This is an optimization exercise on Yosys and OpenROAD, whose aim is small area, a short achievable clock period and few clock cycles per item, not a production implementation. Function was checked by simulation only, so behaviour that the tests miss may differ from the original. No activity file was given, so power comes from the tool's default toggle rates.

File: config.mk
export PLATFORM = sky130hd
export DESIGN_NAME = systolic_array_os_ctrl
export DESIGN_NICKNAME = systolic_array_os_ctrl
export VERILOG_FILES = /design/flow/design.v
export SDC_FILE = /design/flow/constraint.sdc
export NUM_CORES = 4
export LEC_CHECK = 0
export CAP_MARGIN = 20
export CORE_MARGIN = 2
export CORE_UTILIZATION = 40
export PLACE_DENSITY = 0.6
export SLEW_MARGIN = 20
File: constraint.sdc
create_clock -name core_clock -period 10.0 [get_ports {clk}]
set_input_delay 2.0000 -clock core_clock [delete_from_list [all_inputs] [get_ports {clk}]]
set_output_delay 2.0000 -clock core_clock [all_outputs]
set_load 0.01 [all_outputs]
File: design.v
`default_nettype none
package sa_pkg;
  function automatic integer row_w(input integer rows);
    row_w = (rows > 1) ? $clog2(rows) : 1;
  endfunction
endpackage
`default_nettype wire
`default_nettype none
module sa_pe
#(
  parameter int DATA_W = 8,
  parameter int ACC_W  = 32
) (
  input  logic              clk,
  input  logic              signed_en,
  input  logic              shift,
  input  logic [DATA_W-1:0] a_in,
  input  logic [DATA_W-1:0] b_in,
  input  logic [ACC_W-1:0]  acc_in,
  output logic [ACC_W-1:0]  acc
);
  localparam int P_W = 2 * DATA_W;
  logic signed [DATA_W:0] w_a;
  logic signed [DATA_W:0] w_b;
  logic signed [P_W-1:0]  w_prod;
  logic        [P_W-1:0]  r_p;
  logic        [ACC_W-1:0] r_acc;
  assign w_a = {signed_en & a_in[DATA_W-1], a_in};
  assign w_b = {signed_en & b_in[DATA_W-1], b_in};
  assign w_prod = w_a * w_b;
  always_ff @(posedge clk) begin
    r_p <= w_prod;
    if (shift) r_acc <= acc_in;
    else       r_acc <= r_acc + {{(ACC_W-P_W){signed_en & r_p[P_W-1]}}, r_p};
  end
  assign acc = r_acc;
endmodule
`default_nettype wire
`default_nettype none
module systolic_array_os_ctrl
#(
  parameter int ROWS   = 4,
  parameter int COLS   = 4,
  parameter int DATA_W = 8,
  parameter int ACC_W  = 32,
  parameter int KLEN_W = 16,
  localparam int OROW_W = (ROWS > 1) ? $clog2(ROWS) : 1
) (
  input  logic                     clk,
  input  logic                     rst_n,
  input  logic                     start,
  input  logic [KLEN_W-1:0]        k_len,
  input  logic                     signed_en,
  output logic                     busy,
  input  logic                     in_valid,
  output logic                     in_ready,
  input  logic [ROWS*DATA_W-1:0]   a_data,
  input  logic [COLS*DATA_W-1:0]   b_data,
  output logic                     out_valid,
  input  logic                     out_ready,
  output logic [OROW_W-1:0]        out_row,
  output logic [COLS*ACC_W-1:0]    out_data,
  output logic                     done
);
  localparam int c_row_w = sa_pkg::row_w(ROWS);
  logic                  r_busy;
  logic                  r_load;
  logic                  r_out;
  logic                  r_done;
  logic                  r_signed;
  logic                  r_dirty;
  logic                  r_wait;
  logic [1:0]            r_zcnt;
  logic [KLEN_W-1:0]     r_rem;
  logic [c_row_w-1:0]    r_row;
  logic                  r_l1;
  logic                  r_l2;
  logic                  w_beat;
  logic                  w_last;
  logic                  w_take;
  logic                  w_shift;
  logic [ROWS*DATA_W-1:0] r_a;
  logic [COLS*DATA_W-1:0] r_b;
  logic [ACC_W-1:0]       w_acc [ROWS+1][COLS];
  assign w_beat  = r_load & in_valid;
  assign w_last  = (r_rem == KLEN_W'(1));
  assign w_take  = r_out & out_ready;
  assign w_shift = w_take | r_dirty;
  always_ff @(posedge clk or negedge rst_n) begin
    if (!rst_n) begin
      r_busy   <= 1'b0;
      r_load   <= 1'b0;
      r_out    <= 1'b0;
      r_done   <= 1'b0;
      r_signed <= 1'b0;
      r_dirty  <= 1'b1;
      r_wait   <= 1'b0;
      r_zcnt   <= '0;
      r_rem    <= '0;
      r_row    <= '0;
      r_l1     <= 1'b0;
      r_l2     <= 1'b0;
    end else begin
      r_done <= 1'b0;
      r_l1   <= w_beat & w_last;
      r_l2   <= r_l1;
      if (r_dirty) begin
        r_zcnt <= r_zcnt + 1'b1;
        if (r_zcnt == 2'd3) r_dirty <= 1'b0;
      end
      if (!r_busy) begin
        if (start) begin
          r_busy   <= 1'b1;
          r_signed <= signed_en;
          r_rem    <= k_len;
          if (r_dirty)             r_wait <= 1'b1;
          else if (k_len != '0)    r_load <= 1'b1;
          else                     r_out  <= 1'b1;
        end
      end
      if (r_wait && !r_dirty) begin
        r_wait <= 1'b0;
        if (r_rem != '0) r_load <= 1'b1;
        else             r_out  <= 1'b1;
      end
      if (w_beat) begin
        r_rem <= r_rem - 1'b1;
        if (w_last) r_load <= 1'b0;
      end
      if (r_l2) r_out <= 1'b1;
      if (w_take) begin
        r_row <= r_row + 1'b1;
        if (r_row == c_row_w'(ROWS - 1)) begin
          r_out  <= 1'b0;
          r_busy <= 1'b0;
          r_done <= 1'b1;
        end
      end
    end
  end
  always_ff @(posedge clk) begin
    r_a <= w_beat ? a_data : '0;
    r_b <= w_beat ? b_data : '0;
  end
  for (genvar gj = 0; gj < COLS; gj++) begin : g_zero
    assign w_acc[ROWS][gj] = '0;
  end
  for (genvar gi = 0; gi < ROWS; gi++) begin : g_pe_row
    for (genvar gj = 0; gj < COLS; gj++) begin : g_pe_col
      sa_pe #(
        .DATA_W (DATA_W),
        .ACC_W  (ACC_W)
      ) u_pe (
        .clk       (clk),
        .signed_en (r_signed),
        .shift     (w_shift),
        .a_in      (r_a[gi*DATA_W +: DATA_W]),
        .b_in      (r_b[gj*DATA_W +: DATA_W]),
        .acc_in    (w_acc[gi+1][gj]),
        .acc       (w_acc[gi][gj])
      );
    end
  end
  for (genvar gj = 0; gj < COLS; gj++) begin : g_out
    assign out_data[gj*ACC_W +: ACC_W] = w_acc[0][gj];
  end
  assign busy      = r_busy;
  assign in_ready  = r_load;
  assign out_valid = r_out;
  assign out_row   = r_row;
  assign done      = r_done;
endmodule
`default_nettype wire
File: run.sh
#!/bin/bash
# synth_recipe.tcl (not shown) runs the flow's synth.tcl, then flattens the netlist and writes it again
# the make line also repeats each setting of config.mk as NAME=value (left out here)
make -C /OpenROAD-flow-scripts/flow DESIGN_CONFIG=/design/flow/config.mk WORK_HOME=/design/flow/orfs CLKGATE_MAP_FILE= SYNTH_SCRIPT=/design/flow/synth_recipe.tcl finish
==> flow_summary.ini <==
[yosys]
postSynthAreaPerCell_um2 = 8.70
synthDistinctLibCells = 107
ys_async_sr_fraction_pct = 3.37
synth-edff-count = 0
ys.flop_type = dfxtp_1
synthesis.area_mm2 = 0.0914
synth_fp_nets = 12639
netlist_instances = 10501
synth_seq_cells = 861
yosysSeqAreaShare_pct = 19.0
yosys_warnings = 4

[min_path]
hold_class = flip-flop to flip-flop

[clock_tree]
clock_path_buffers = 3
cts_hold_buffers = 0
cts_tree = built
cts.sinks = 861
cts_made_buffers = 107
worstSkewPairLatency_ps = 800
cts_resized = 0
cts-root-buf = clkbuf_16
htreeDepth = 3
clk_pin_slew_ps = 60
postCtsSetupBuffers = 0

[flow_run]
maxCapViolCount = 0

[finish]
final_layout_size_suffix_gt1_share_pct = 3.94
fin_area_mm2 = 0.100
n_fill_cell = 22140
syn2layout_area_growth_pct = 9.74
nets = 12636

[global_routing]
antenna_found_initial = 12
grt_pass1_wl_mm = 405
grt_start_max_net_pins = 188
grt-ovfl-total = 0
grt_pass1_vias = 74034
grt_util_all_layers_pct = 21.9

[route]
avgViaCountPerCell = 5.26
drt_iter0_markers = 4236
routed_wl_mm = 252
top_layer_used = met5
firstDrtPassIters = 5
dr_total_vias = 71519
dr_wl_met3_mm = 15.6
wl_met2_mm = 111
ant_nets = 0
wl_per_cell_um = 18.6
drt-met1-wl_mm = 120
drt_drc_violations_left = 0

[setup_path]
critPathCaptureType = flip-flop
crit_path_end = g_pe_row[1].g_pe_col[0].u_pe.r_p[15]$_DFF_P_
max_stage_delay_ps = 880
critPathLaunchType = flip-flop
r2r_cells = 21
worstSetupPathType = flip-flop to flip-flop
reg2reg_from = r_signed$_DFFE_PN0P_
arrival_ps = 7300
crit_required_ps = 10650
cpMaxStageDelayCell = dfrtp_4
crit_path_start = r_signed$_DFFE_PN0P_
cp_max_fo = 43
regToRegEndpoint = g_pe_row[1].g_pe_col[0].u_pe.r_p[15]$_DFF_P_
path_cells = buf_4 -> nand2_1 -> buf_4 -> or2_2 -> fa_1 -> fa_1 -> inv_1 -> fa_1 -> fa_1 -> inv_1 -> fa_1 -> inv_1 -> ha_1 -> o21ai_0 -> a21boi_0 -> o21ai_0 -> nand2b_1 -> a21o_1 -> a21oi_1 -> o21ai_0 -> xnor2_1
cp_common_cell = fa_1
r2r_setup_slack_ps = 3340

[sta]
fin_ws_ps = 3340
finalSetupTns_ps = 0
finClkSkew_ps = 67.6
drv_slew = 0
rsz0062_at_grt = false
setup_viol = 0
tightest_slew_ps = 1000
slew_headroom_pct = 33.3
max_freq_mhz = 150
hold_viol = 0
finalCritPeriodShare_pct = 66.6
fin_crit_ps = 6660

[power_and_ir_drop]
p_clk_share_pct = 18.8
pwr-share-comb_pct = 53.7
p_switching_uw = 9610
leakage_uw = 0.0498
seqPwrFrac_pct = 27.5
powerDensity_mw_per_mm2 = 223
p_sw_share_pct = 42.9
intPower_uw = 12800
ir_worst_vdd_mv = 0.171

[floorplan]
core_mm2 = 0.227
die_h_um = 482
ioPinCount = 220
die-area_mm2 = 0.232
initial_core_util_pct = 40.2
dieWidth_um = 482
rows = 175

[placement]
dp_worst_setup_slack_ps = 3340
portBuffers = 219
place_congestion = 0.878
placed_area_mm2 = 0.0965
dp_hpwl_mm = 189

[run_status]
status = finished clean
[how the worst min path moves through the flow]
| stage | start | end | slack (ps) | cells past startpoint |
|---|---|---|---|---|
| final | r_l1$_DFF_PN0_ | r_l2$_DFF_PN0_ | 360 | 0 |
| after global placement | r_l1$_DFF_PN0_ | r_l2$_DFF_PN0_ | 340 | 0 |
| after CTS | r_l1$_DFF_PN0_ | r_l2$_DFF_PN0_ | 370 | 0 |
| after global routing | r_l1$_DFF_PN0_ | r_l2$_DFF_PN0_ | 370 | 0 |
| after floorplan | r_l1$_DFF_PN0_ | r_l2$_DFF_PN0_ | 330 | 0 |
| after detailed placement | r_l1$_DFF_PN0_ | r_l2$_DFF_PN0_ | 350 | 0 |
[synth_stat cells (all sizes together), types with 54 or more instances]
| cell type | count | area (um2) |
|---|---|---|
| inv | 1441 | 5410 |
| nand2 | 1224 | 4600 |
| ha | 1028 | 12900 |
| fa | 1024 | 20500 |
| dfxtp | 832 | 16700 |
| and2 | 633 | 3960 |
| o21ai | 579 | 2910 |
| a21oi | 523 | 2640 |
| nor2 | 423 | 1590 |
| xnor2 | 416 | 3640 |
| clkbuf | 380 | 1430 |
| a21o | 287 | 2170 |
| xor2 | 182 | 1590 |
| and3 | 131 | 820 |
| nand3 | 118 | 591 |
| nor3 | 110 | 556 |
| nand2b | 102 | 638 |
| o21bai | 81 | 608 |
| nor2b | 80 | 500 |
| o21a | 73 | 548 |
| a211oi | 67 | 523 |
| o31ai | 67 | 532 |
| or2 | 54 | 338 |
[power groups by stage]
stage	sequential [uW]	combinational, uW	clock (uW)
after global placement	6230	11600	0
after global routing	6290	13600	4450
after CTS	6180	12000	4340
final	6150	12000	4210
after detailed placement	6240	11900	0
after floorplan	5690	8960	0
[registers in the layout, summed over array words and instances (netlist names)]
signal,count
r_row,2
r_zcnt,2
r_load,1
r_l1,1
r_out,1
r_signed,1
r_dirty,1
g_pe_row.g_pe_col.u_pe.r_p,256
r_done,1
g_pe_row.g_pe_col.u_pe.r_acc,512
r_b,32
r_l2,1
r_a,32
r_rem,16
r_busy,1
r_wait,1
[kinds of logic after synthesis]
logic type,synth area share (%)
AOI/OAI and AO/OA,14.1
xor gates and xnor gates,5.73
adders and majority gates,36.5
buffers and inverters,7.65
DFF,19.0
muxes,0.564
and+or+nand+nor,16.4
[through the flow]
| stage | total power, uW | utilization, % | hold WS, ps | instances |
|---|---|---|---|---|
| after global routing | 24300 | 44.1 | 374 | 13593 |
| after CTS | 22500 | 44.1 | 369 | 13592 |
| after detailed placement | 18100 | 42.4 | 353 | 13398 |
| final | 22400 | 44.1 | 357 | 13597 |
| after global placement | 17800 | 42.4 | 339 | 13398 |
| after floorplan | 14700 | - | 331 | 10501 |
[cell usage in the layout, fill, tap and decap left out, types with 118 or more instances in the layout]
cell type | Yosys | layout
xnor2_1 | 416 | 416
fa_1 | 1024 | 1024
clkdlybuf4s50_1 | 0 | 218
inv_1 | 1441 | 1441
nor2_1 | 423 | 423
o21ai_0 | 529 | 529
nand2_1 | 1223 | 1222
dfxtp_1 | 832 | 827
xor2_1 | 182 | 182
nand3_1 | 118 | 118
and2_1 | 633 | 633
a21oi_1 | 516 | 515
a21o_1 | 283 | 283
and3_1 | 131 | 131
ha_1 | 1028 | 1028
[critical path, delay by kind of cell, from the launching register on]
kind                     cells  cell delay [ps]
adder cells (fa/ha/maj)      6             2730
flip-flops                   1              880
XOR/XNOR                     1              130
AND/OR/NAND/NOR              3              770
buffers and inverters        5              980
AO/OA/AOI/OAI                6             1050
[area by class of cell]
cell class	instances	area (um2)	share of cell area, %
multi-input combinational	7781	67000	66.8
sequential	861	17400	17.3
inverter	1441	5410	5.39
tap	3009	3760	3.75
clock buffer	147	3090	3.08
timing repair buffer	306	2880	2.87
clock inverter	47	698	0.696
antenna	5	12.5	0.0125
[per-layer routing]
layer  vias up  global-route usage (%)
li1      34405                       -
met1     35074                    31.0
met2      1729                    34.5
met3       307                    3.83
met4         4                    5.01
met5         -                   0.368
Testbench counts, summed over its fixed seeds: cycles 12,562, jobs 320.

port drivers added, routing unchanged:
How much do the figures lean on ideal ports? The routed layout below was timed once more, with nothing changed but the port constraints.
Step 1: set_driving_cell puts a clkbuf_16 on clk and a buf_2 on each other input, an assumption about the parent block.
Step 2 also shifts input and output timing later by t, the mid clock arrival at the registers, as if the neighbouring blocks saw the same clock.
Slacks: ideal / step 1 / step 2; pairs: ideal / step 1.
t, ns: 0.865
slack for setup (ns): 3.343 / 3.343 / 3.343
worst setup path after step 2: register to register
After both steps setup and hold are still met in this run. The setup slack of this run moves by 0.000 ns with the drivers and by 0.000 ns with both steps.
